Source: an optimization exercise on an open RTL-to-GDS flow (aim: small area, a short achievable clock period and few clock cycles per item). Production flows keep margins and buffers that such runs may drop. Function was checked by simulation only, so behaviour that the tests miss may differ from the original. The clock port is modelled as an ideal driver; clocking choices that lean on that would not hold on a real chip. Power figures rest on the tool's default switching activity, not on a simulated workload.

harbor:
## simple_dma
module simple_dma
(
  input  wire logic      Bus2IP_Clk,
  input  wire logic      rst,
  input  mst_pkg::mst_data_t      bus2ip_data,
  input  dma_pkg::dma_ce_t        bus2ip_wrce,
  input  dma_pkg::dma_ce_t        bus2ip_rdce,
  output mst_pkg::mst_data_t      ip2bus_data,
  output logic           ip2bus_wrack,
  output logic           ip2bus_rdack,
  input  wire logic      bus2ip_mst_cmdack,
  input  wire logic      bus2ip_mst_cmplt,
  input  mst_pkg::mst_data_t      bus2ip_mstrd_d,
  input  wire logic      bus2ip_mstrd_src_rdy_n,
  input  wire logic      bus2ip_mstwr_dst_rdy_n,
  output logic           ip2bus_mstrd_req,
  output logic           ip2bus_mstwr_req,
  output dma_pkg::dma_addr_t      ip2bus_mst_addr,
  output mst_pkg::mst_data_t      ip2bus_mstwr_d
);
Size: roughly 230 flip-flops, about 180 I/O pins, ~9100 um2 of cells after synthesis.
==> module simple_dma, before the edit <==
module simple_dma
(
  input  wire logic      Bus2IP_Clk,
  input  wire logic      rst,
  input  mst_pkg::mst_data_t      bus2ip_data,
  input  dma_pkg::dma_ce_t        bus2ip_wrce,
  input  dma_pkg::dma_ce_t        bus2ip_rdce,
  output mst_pkg::mst_data_t      ip2bus_data,
  output logic           ip2bus_wrack,
  output logic           ip2bus_rdack,
  input  wire logic      bus2ip_mst_cmdack,
  input  wire logic      bus2ip_mst_cmplt,
  input  mst_pkg::mst_data_t      bus2ip_mstrd_d,
  input  wire logic      bus2ip_mstrd_src_rdy_n,
  input  wire logic      bus2ip_mstwr_dst_rdy_n,
  output logic           ip2bus_mstrd_req,
  output logic           ip2bus_mstwr_req,
  output dma_pkg::dma_addr_t      ip2bus_mst_addr,
  output mst_pkg::mst_data_t      ip2bus_mstwr_d
);
  dma_pkg::dma_cfg_t cfg;
  logic     key;
  logic     busy_q;
  logic     rdreq_q;
  logic     wrreq_q;
  dma_pkg::dma_addr_t addr_q;
  dma_pkg::dma_addr_t next_q;
  logic [32-3:0] words_nq;
  logic     part_q;
  mst_pkg::mst_data_t data_q;
  logic     start;
  logic     rd_cmplt;
  logic     wr_cmplt;
  logic     accept;
  logic     none_left;
  dma_regs u_regs (
    .Bus2IP_Clk(Bus2IP_Clk), .rst(rst),
    .bus2ip_data(bus2ip_data), .bus2ip_wrce(bus2ip_wrce), .bus2ip_rdce(bus2ip_rdce),
    .busy(busy_q), .ip2bus_data(ip2bus_data),
    .ip2bus_wrack(ip2bus_wrack), .ip2bus_rdack(ip2bus_rdack),
    .cfg(cfg), .key(key)
  );
  assign start     = key && !busy_q && (cfg.len != '0);
  assign rd_cmplt  = !bus2ip_mstrd_src_rdy_n;
  assign wr_cmplt  = !bus2ip_mstwr_dst_rdy_n;
  assign accept    = bus2ip_mst_cmdack || bus2ip_mst_cmplt;
  assign none_left = (&words_nq) && !part_q;
  always_ff @(posedge Bus2IP_Clk)
  begin
    if (rst)
    begin
      busy_q  <= 1'b0;
      rdreq_q <= 1'b0;
      wrreq_q <= 1'b0;
    end
    else
    begin
      busy_q  <= start || (busy_q && !(wr_cmplt && none_left));
      rdreq_q <= start || (rdreq_q && !accept) || (busy_q && wr_cmplt && !none_left);
      wrreq_q <= (wrreq_q && !accept) || (busy_q && rd_cmplt);
    end
  end
  logic                   words_dec;
  logic [32-3:0] words_carry;
  assign words_dec = busy_q && rd_cmplt && !part_q;
  always_comb
  begin
    words_carry[0] = words_dec;
    for (int i = 1; i < 32-2; i++)
      words_carry[i] = words_carry[i-1] && words_nq[i-1];
  end
  always_ff @(posedge Bus2IP_Clk)
  begin
    for (int i = 0; i < 32-2; i++)
      if (!busy_q || words_carry[i])
        words_nq[i] <= busy_q ? !words_nq[i] : !cfg.len[i+2];
    if (!busy_q)
      part_q <= |cfg.len[1:0];
    else if (rd_cmplt)
      part_q <= 1'b0;
  end
  logic     addr_load;
  logic     addr_step;
  logic     addr_hold;
  assign addr_load = !busy_q;
  assign addr_step = busy_q && bus2ip_mst_cmplt;
  assign addr_hold = busy_q && !bus2ip_mst_cmplt;
  always_ff @(posedge Bus2IP_Clk)
  begin
    addr_q <= ({32{addr_load}} & cfg.src)
            | ({32{addr_step}} & next_q)
            | ({32{addr_hold}} & addr_q);
    next_q <= ({32{addr_load}} & cfg.dst)
            | ({32{addr_step}} & (addr_q + dma_pkg::dma_addr_t'(4)))
            | ({32{addr_hold}} & next_q);
  end
  always_ff @(posedge Bus2IP_Clk)
  begin
    if (rd_cmplt)
      data_q <= bus2ip_mstrd_d;
  end
  assign ip2bus_mstrd_req = rdreq_q;
  assign ip2bus_mstwr_req = wrreq_q;
  assign ip2bus_mst_addr  = addr_q;
  assign ip2bus_mstwr_d   = data_q;
endmodule
==> flow/config.mk <==
export PLATFORM = sky130hd
export DESIGN_NAME = simple_dma
export DESIGN_NICKNAME = simple_dma
export VERILOG_FILES = /design/flow/design.v
export SDC_FILE = /design/flow/constraint.sdc
export NUM_CORES = 4
export LEC_CHECK = 0
export ABC_CLOCK_PERIOD_IN_PS = 2000
export CAP_MARGIN = 20
export CORE_MARGIN = 2
export CORE_UTILIZATION = 72
export CTS_CLUSTER_DIAMETER = 70
export CTS_CLUSTER_SIZE = 25
export PLACE_DENSITY = 0.8
export SETUP_SLACK_MARGIN = 2.3
export SLEW_MARGIN = 20
==> flow/constraint.sdc <==
create_clock -name core_clock -period 5.0 [get_ports {Bus2IP_Clk}]
set_input_delay 1.0000 -clock core_clock [delete_from_list [all_inputs] [get_ports {Bus2IP_Clk}]]
set_output_delay 1.0000 -clock core_clock [all_outputs]
set_load 0.01 [all_outputs]
standard.sh (not shown) runs the stock make flow with config.mk's settings and CLKGATE_MAP_FILE= SYNTH_SCRIPT=/design/flow/synth_recipe.tcl, a recipe that flattens the netlist after the stock synthesis.
==> flow/flow/run.sh <==
#!/bin/bash
# The standard flow (standard.sh) with these changes:
#  - synthesis maps combinational logic with flow/abc_map.script (see flow/synth.tcl);
#  - the port buffers are sky130_fd_sc_hd__buf_1 cells (the standard flow picks delay cells);
#  - a few slow combinational cells are added to the platform's don't-use list,
#    for synthesis and layout alike.
# Registers are mapped exactly as in the standard synthesis.
set -euo pipefail
W=$(pwd)
export BUFFER_PORTS_ARGS="-buffer_cell sky130_fd_sc_hd__buf_1"
export MY_ABC_SCRIPT=$W/flow/abc_map.script
export FLOW_SYNTH_TCL=$W/synth_recipe.tcl
# optional ORFS step hooks: flow/pre_resize.tcl and flow/pre_cts.tcl
if [[ -f $W/flow/pre_resize.tcl ]]; then export PRE_RESIZE_TCL=$W/flow/pre_resize.tcl; fi
if [[ -f $W/flow/pre_cts.tcl ]]; then export PRE_CTS_TCL=$W/flow/pre_cts.tcl; fi
DU="sky130_fd_sc_hd__probe_p_8 sky130_fd_sc_hd__probec_p_8 sky130_fd_sc_hd__lpflow_bleeder_1 sky130_fd_sc_hd__lpflow_clkbufkapwr_1 sky130_fd_sc_hd__lpflow_clkbufkapwr_16 sky130_fd_sc_hd__lpflow_clkbufkapwr_2 sky130_fd_sc_hd__lpflow_clkbufkapwr_4 sky130_fd_sc_hd__lpflow_clkbufkapwr_8 sky130_fd_sc_hd__lpflow_clkinvkapwr_1 sky130_fd_sc_hd__lpflow_clkinvkapwr_16 sky130_fd_sc_hd__lpflow_clkinvkapwr_2 sky130_fd_sc_hd__lpflow_clkinvkapwr_4 sky130_fd_sc_hd__lpflow_clkinvkapwr_8 sky130_fd_sc_hd__lpflow_decapkapwr_12 sky130_fd_sc_hd__lpflow_decapkapwr_3 sky130_fd_sc_hd__lpflow_decapkapwr_4 sky130_fd_sc_hd__lpflow_decapkapwr_6 sky130_fd_sc_hd__lpflow_decapkapwr_8 sky130_fd_sc_hd__lpflow_inputiso0n_1 sky130_fd_sc_hd__lpflow_inputiso0p_1 sky130_fd_sc_hd__lpflow_inputiso1n_1 sky130_fd_sc_hd__lpflow_inputiso1p_1 sky130_fd_sc_hd__lpflow_inputisolatch_1 sky130_fd_sc_hd__lpflow_isobufsrc_1 sky130_fd_sc_hd__lpflow_isobufsrc_16 sky130_fd_sc_hd__lpflow_isobufsrc_2 sky130_fd_sc_hd__lpflow_isobufsrc_4 sky130_fd_sc_hd__lpflow_isobufsrc_8 sky130_fd_sc_hd__lpflow_isobufsrckapwr_16 sky130_fd_sc_hd__lpflow_lsbuf_lh_hl_isowell_tap_1 sky130_fd_sc_hd__lpflow_lsbuf_lh_hl_isowell_tap_2 sky130_fd_sc_hd__lpflow_lsbuf_lh_hl_isowell_tap_4 sky130_fd_sc_hd__lpflow_lsbuf_lh_isowell_4 sky130_fd_sc_hd__lpflow_lsbuf_lh_isowell_tap_1 sky130_fd_sc_hd__lpflow_lsbuf_lh_isowell_tap_2 sky130_fd_sc_hd__lpflow_lsbuf_lh_isowell_tap_4 sky130_fd_sc_hd__a222oi_1 sky130_fd_sc_hd__or4_1 sky130_fd_sc_hd__or4_2 sky130_fd_sc_hd__or4_4 sky130_fd_sc_hd__nor4_1 sky130_fd_sc_hd__nor4_2 sky130_fd_sc_hd__nor4_4 sky130_fd_sc_hd__or4b_1 sky130_fd_sc_hd__or4b_2 sky130_fd_sc_hd__or4b_4 sky130_fd_sc_hd__or4bb_1 sky130_fd_sc_hd__or4bb_2 sky130_fd_sc_hd__or4bb_4 sky130_fd_sc_hd__nor4b_1 sky130_fd_sc_hd__nor4b_2 sky130_fd_sc_hd__nor4b_4 sky130_fd_sc_hd__nor4bb_1 sky130_fd_sc_hd__nor4bb_2 sky130_fd_sc_hd__nor4bb_4"
bash standard.sh "DONT_USE_CELLS=$DU" SYNTH_SCRIPT=$W/flow/synth.tcl synth > synth.log 2>&1
bash standard.sh "DONT_USE_CELLS=$DU" SYNTH_SCRIPT=$W/flow/synth.tcl  finish > layout.log 2>&1
Other scripts of this flow, unchanged in this note and not shown: flow/flow/abc_map.script, flow/flow/pre_cts.tcl, flow/flow/pre_resize.tcl, flow/flow/synth.tcl
harbor: done, clean on timing, DRC and antenna
Testbench counts of harbor, summed over its fixed seeds: cycles 59,953, words 6,547.
[inputs] yarrow vs harbor
==> flow/design.v, changed modules only <==
module simple_dma
(
  input  wire logic      Bus2IP_Clk,
  input  wire logic      rst,
  input  mst_pkg::mst_data_t      bus2ip_data,
  input  dma_pkg::dma_ce_t        bus2ip_wrce,
  input  dma_pkg::dma_ce_t        bus2ip_rdce,
  output mst_pkg::mst_data_t      ip2bus_data,
  output logic           ip2bus_wrack,
  output logic           ip2bus_rdack,
  input  wire logic      bus2ip_mst_cmdack,
  input  wire logic      bus2ip_mst_cmplt,
  input  mst_pkg::mst_data_t      bus2ip_mstrd_d,
  input  wire logic      bus2ip_mstrd_src_rdy_n,
  input  wire logic      bus2ip_mstwr_dst_rdy_n,
  output logic           ip2bus_mstrd_req,
  output logic           ip2bus_mstwr_req,
  output dma_pkg::dma_addr_t      ip2bus_mst_addr,
  output mst_pkg::mst_data_t      ip2bus_mstwr_d
);
  dma_pkg::dma_cfg_t cfg;
  logic     key;
  logic     busy_q;
  logic     status_q;
  logic     rdreq_q;
  logic     wrreq_q;
  dma_pkg::dma_addr_t addr_q;
  dma_pkg::dma_addr_t next_q;
  logic [32-3:0] words_nq;
  logic     part_q;
  logic [3:1] words_low_q;
  mst_pkg::mst_data_t data_q;
  logic     start;
  logic     rd_cmplt;
  logic     wr_cmplt;
  logic     accept;
  logic     none_left;
  dma_regs u_regs (
    .Bus2IP_Clk(Bus2IP_Clk), .rst(rst),
    .bus2ip_data(bus2ip_data), .bus2ip_wrce(bus2ip_wrce), .bus2ip_rdce(bus2ip_rdce),
    .busy(status_q), .ip2bus_data(ip2bus_data),
    .ip2bus_wrack(ip2bus_wrack), .ip2bus_rdack(ip2bus_rdack),
    .cfg(cfg), .key(key)
  );
  assign start     = key && !busy_q && (cfg.len != '0);
  assign rd_cmplt  = !bus2ip_mstrd_src_rdy_n;
  assign wr_cmplt  = !bus2ip_mstwr_dst_rdy_n;
  assign accept    = bus2ip_mst_cmdack || bus2ip_mst_cmplt;
  assign none_left = words_low_q[3] && (&words_nq[32-3:24]) && !part_q;
  always_ff @(posedge Bus2IP_Clk)
  begin
    if (rst)
    begin
      busy_q   <= 1'b0;
      status_q <= 1'b0;
      rdreq_q  <= 1'b0;
      wrreq_q  <= 1'b0;
    end
    else
    begin
      busy_q   <= start || (busy_q && !(wr_cmplt && none_left));
      status_q <= start || (status_q && !(wr_cmplt && none_left));
      rdreq_q  <= start || (rdreq_q && !accept) || (busy_q && wr_cmplt && !none_left);
      wrreq_q  <= (wrreq_q && !accept) || (busy_q && rd_cmplt);
    end
  end
  logic                   words_dec;
  logic [32-3:0] words_carry;
  assign words_dec = busy_q && rd_cmplt && !part_q;
  always_ff @(posedge Bus2IP_Clk)
  begin
    words_low_q[1] <= &words_nq[7:0];
    words_low_q[2] <= &words_nq[15:0];
    words_low_q[3] <= &words_nq[23:0];
  end
  always_comb
  begin
    for (int i = 0; i < 32-2; i++)
    begin
      words_carry[i] = words_dec;
      if (i >= 8)
        words_carry[i] = words_carry[i] && words_low_q[i/8];
      for (int k = 8*(i/8); k < i; k++)
        words_carry[i] = words_carry[i] && words_nq[k];
    end
  end
  always_ff @(posedge Bus2IP_Clk)
  begin
    for (int i = 0; i < 32-2; i++)
      if (!busy_q || words_carry[i])
        words_nq[i] <= busy_q ? !words_nq[i] : !cfg.len[i+2];
    if (!busy_q)
      part_q <= |cfg.len[1:0];
    else if (rd_cmplt)
      part_q <= 1'b0;
  end
  logic     addr_load;
  logic     addr_step;
  logic     addr_hold;
  assign addr_load = !busy_q;
  assign addr_step = busy_q && bus2ip_mst_cmplt;
  assign addr_hold = busy_q && !bus2ip_mst_cmplt;
  always_ff @(posedge Bus2IP_Clk)
  begin
    addr_q <= ({32{addr_load}} & cfg.src)
            | ({32{addr_step}} & next_q)
            | ({32{addr_hold}} & addr_q);
    next_q <= ({32{addr_load}} & cfg.dst)
            | ({32{addr_step}} & (addr_q + dma_pkg::dma_addr_t'(4)))
            | ({32{addr_hold}} & next_q);
  end
  always_ff @(posedge Bus2IP_Clk)
  begin
    if (rd_cmplt)
      data_q <= bus2ip_mstrd_d;
  end
  assign ip2bus_mstrd_req = rdreq_q;
  assign ip2bus_mstwr_req = wrreq_q;
  assign ip2bus_mst_addr  = addr_q;
  assign ip2bus_mstwr_d   = data_q;
endmodule
==> summary.txt <==
- Delta (yarrow minus harbor): post-layout minimum cycle time shrank by 0.0060 ns, worst hold slack shrank by 0.025 ns, headroom to the max-slew limit grew by 6.0 points, post-synthesis average cell area shrank by 0.052 um2.
- On final max-slew violation count, yarrow and harbor are basically level.
- The highest-delay cell along the critical path comes out sky130_fd_sc_hd__a22oi_2 in one run and sky130_fd_sc_hd__a22oi_1 in the other, namely in yarrow and harbor respectively.
- Taking harbor as the reference, in yarrow total power -about 0.4%, data arrival time of the critical path ~0 delta, fraction of the cycle the final worst path needs ~0 delta, clock network fraction of total power -1.3 points, sequential cell count +1.8%.
- Diff harbor -> yarrow: number of clock buffers in the layout decreased by 1 relative to the old numbers; routed wire length increased by about 0.9% relative to the old numbers; global-route wire length before repair increased by 1000 um relative to the old numbers.
Testbench counts of yarrow, summed over its fixed seeds: cycles 59,953, words 6,547.

static timing again, ports no longer ideal:
The results above use ideal ports. As a check the final layouts listed here were re-extracted and re-timed, cells and wires unchanged.
Step 1: set_driving_cell puts a clkbuf_16 on Bus2IP_Clk and a buf_2 on each other input, an assumption about the parent block.
Step 2 times the ports against the registers' clock, not the clock port: input delays grow and output delays shrink by t, the midpoint of the rising clock arrivals with the driver on.
Slacks: ideal ports / drivers / drivers and shift; pairs: ideal ports / drivers.
run	t, ns	setup WS [ns]	worst setup path after step 2	slew at the worst register clock pin (ns)
harbor	0.501	2.322 / 2.262 / 2.008	input to register	0.10 / 0.10
yarrow	0.500	2.328 / 2.260 / 1.938	input to register	0.10 / 0.10
After both steps setup and hold are still met in every run listed. The setup slack of yarrow, which loses most, moves by -0.068 ns with the drivers and by -0.390 ns with both steps.
